Context: an optimization exercise on an open-source flow, tuned for small area, a short achievable clock period and few clock cycles. The choices shown serve that exercise and are no tape-out recipe. RTL that was checked went through simulation tests only; none was proved equivalent to the original. No activity file was given, so power comes from the tool's default toggle rates.

Design yuv_to_rgb32_horizontal_scaler_top, start of the top module:
module yuv_to_rgb32_horizontal_scaler_top #(
  parameter int MAX_UPSCALE = yrs_pkg::MAX_UPSCALE_DEF
) (
  input  logic                            clk,
  input  logic                            rst_n,
  input  logic                            cfg_we,
  input  logic [yrs_pkg::CFG_IDX_W-1:0]   cfg_index,
  input  logic [yrs_pkg::CFG_W-1:0]       cfg_data,
  input  logic                            in_valid,
  output logic                            in_ready,
  input  logic [yrs_pkg::LUMA_W-1:0]      in_luma,
  input  logic [yrs_pkg::CHROMA_W-1:0]    in_chroma_u,
  input  logic [yrs_pkg::CHROMA_W-1:0]    in_chroma_v,
  input  logic                            in_row_start,
  output logic                            out_valid,
  input  logic                            out_ready,
  output logic [yrs_pkg::COLOR_W-1:0]     out_red,
  output logic [yrs_pkg::COLOR_W-1:0]     out_green,
  output logic [yrs_pkg::COLOR_W-1:0]     out_blue,
  output logic                            out_last_copy
);
  logic        adv, tag_v, dp_v;
  logic        tag_c, dp_c;
  logic [15:0] lg, ub, ug, vg, vr;
  logic [7:0]  red, green, blue;
  yrs_ctrl u_ctrl (
    .clk           (clk),
    .rst_n         (rst_n),
    .cfg_we        (cfg_we),
    .cfg_index     (cfg_index),
    .cfg_data      (cfg_data),
    .in_valid      (in_valid),
    .in_ready      (in_ready),
    .in_row_start  (in_row_start),
    .out_valid     (out_valid),
  ...
Size in the first run: ~3200 cells after synthesis.
clock: 6.0 ns
lec_check: 0
abc_clock_period_in_ps: 2400
cap_margin: 20
core_margin: 2
core_utilization: 60
cts_cluster_diameter: 100
cts_cluster_size: 20
setup_slack_margin: 3.4
slew_margin: 20
run.sh (not shown) runs the stock make flow with config.mk's settings and CLKGATE_MAP_FILE= SYNTH_SCRIPT=/design/flow/synth_recipe.tcl, a recipe that flattens the netlist after the stock synthesis.
Testbench counts at the start, summed over its fixed seeds: cycles 6,115.
Change:
CORE_UTILIZATION = 55   (was 60)
What happened: Synthesized cell count does not change. Die area rises by 8.9%. Wire length increases by about 2.2%.

* * *

Another version of the RTL of yuv_to_rgb32_horizontal_scaler_top (not shown whole).
Size in the first run: about 3500 cells after synthesis, roughly 600 flip-flops, about 81 I/O pins, roughly 0.037 mm² of cells after synthesis.
clock: 6.0 ns
lec_check: 0
abc_area: 1
cap_margin: 20
core_margin: 2
core_utilization: 55
setup_slack_margin: 3.4
slew_margin: 20
The baseline produced a clean layout.
==> next run, changes <==
--- a/flow/config.mk
+++ b/flow/config.mk
@@ -8 +8 @@
-export ABC_AREA = 1
+export ABC_CLOCK_PERIOD_IN_PS = 2400
@@ -12 +12 @@
-export SETUP_SLACK_MARGIN = 3.4
+export SETUP_SLACK_MARGIN = 3.7
Worst setup slack gets better by 0.032 ns; first-iteration DRC count decreases by 14%; cell area increases by 7.3%; non-clock buffer count increases by 33; register-to-register slack gets better by 0.03 ns; routed wire length decreases by 2.2%; utilization increases by 3.3 points; worst hold slack gets better by 0.0043 ns; sequential share of layout area decreases by 2.5 points; synthesized cell count decreases by 0.81%.
==> next run, changes <==
--- a/flow/config.mk
+++ b/flow/config.mk
@@ -11,2 +11,2 @@
-export CORE_UTILIZATION = 55
-export SETUP_SLACK_MARGIN = 3.7
+export CORE_UTILIZATION = 70
+export SETUP_SLACK_MARGIN = 3.4
Result: Core utilization rose by 10 points; global-route usage climbs by 6.4 points; worst setup slack loses 0.14 ns; clock skew is about the same; design area is lower by 9.6%; fmax goes down by 5.1%; sequential share of layout area climbs by 3.7 points; wire length goes down by 5.6%.
==> next run, changes <==
--- a/flow/config.mk
+++ b/flow/config.mk
@@ -11,2 +11,4 @@
-export CORE_UTILIZATION = 70
-export SETUP_SLACK_MARGIN = 3.4
+export CORE_UTILIZATION = 55
+export CTS_CLUSTER_DIAMETER = 100
+export CTS_CLUSTER_SIZE = 20
+export SETUP_SLACK_MARGIN = 3.1
Effect: Routed wire length came out lower by 3.8%. Total power came out lower by 11%. Via count came out lower by 5.9%.
No functional check of the RTL was part of any run of this note.

static timing again, ports no longer ideal:
Ports are ideal in the flow. The routed layouts listed here were re-timed in OpenROAD.
Step 1 sets driving cells, clkbuf_16 on the clock port and buf_2 on the other inputs (assumed; they add their load-dependent delay and slew).
Step 2 adds t to the input delays and takes it off the output delays; t is the mean of the earliest and latest rising clock arrival at the registers after step 1. Input paths then give back, and output paths get back, about the clock's delay inside the block.
Slacks: ideal ports / drivers / drivers and shift; pairs: ideal ports / drivers.
run	t, ns	setup WS [ns]	worst setup path at the end	worst data-port slew with drivers (ns)	pins driven straight from the clock port
the first run of note 1	0.641	3.360 / 3.342 / 2.943	input to register	0.04	1
the second run of note 1	0.634	3.388 / 3.371 / 2.837	input to register	0.11	1
the first run of note 2	0.681	3.305 / 3.305 / 2.812	input to register	0.06	1
the second run of note 2	0.671	3.337 / 3.337 / 3.163	input to register	0.05	1
the third run of note 2	0.647	3.193 / 3.193 / 2.800	input to register	0.04	1
the fourth run of note 2	0.647	3.199 / 3.167 / 2.858	input to register	0.07	1
After both steps every run listed still meets setup and hold. The setup slack of the second run of note 1, which loses most, moves by -0.017 ns with the drivers and by -0.551 ns with both steps.
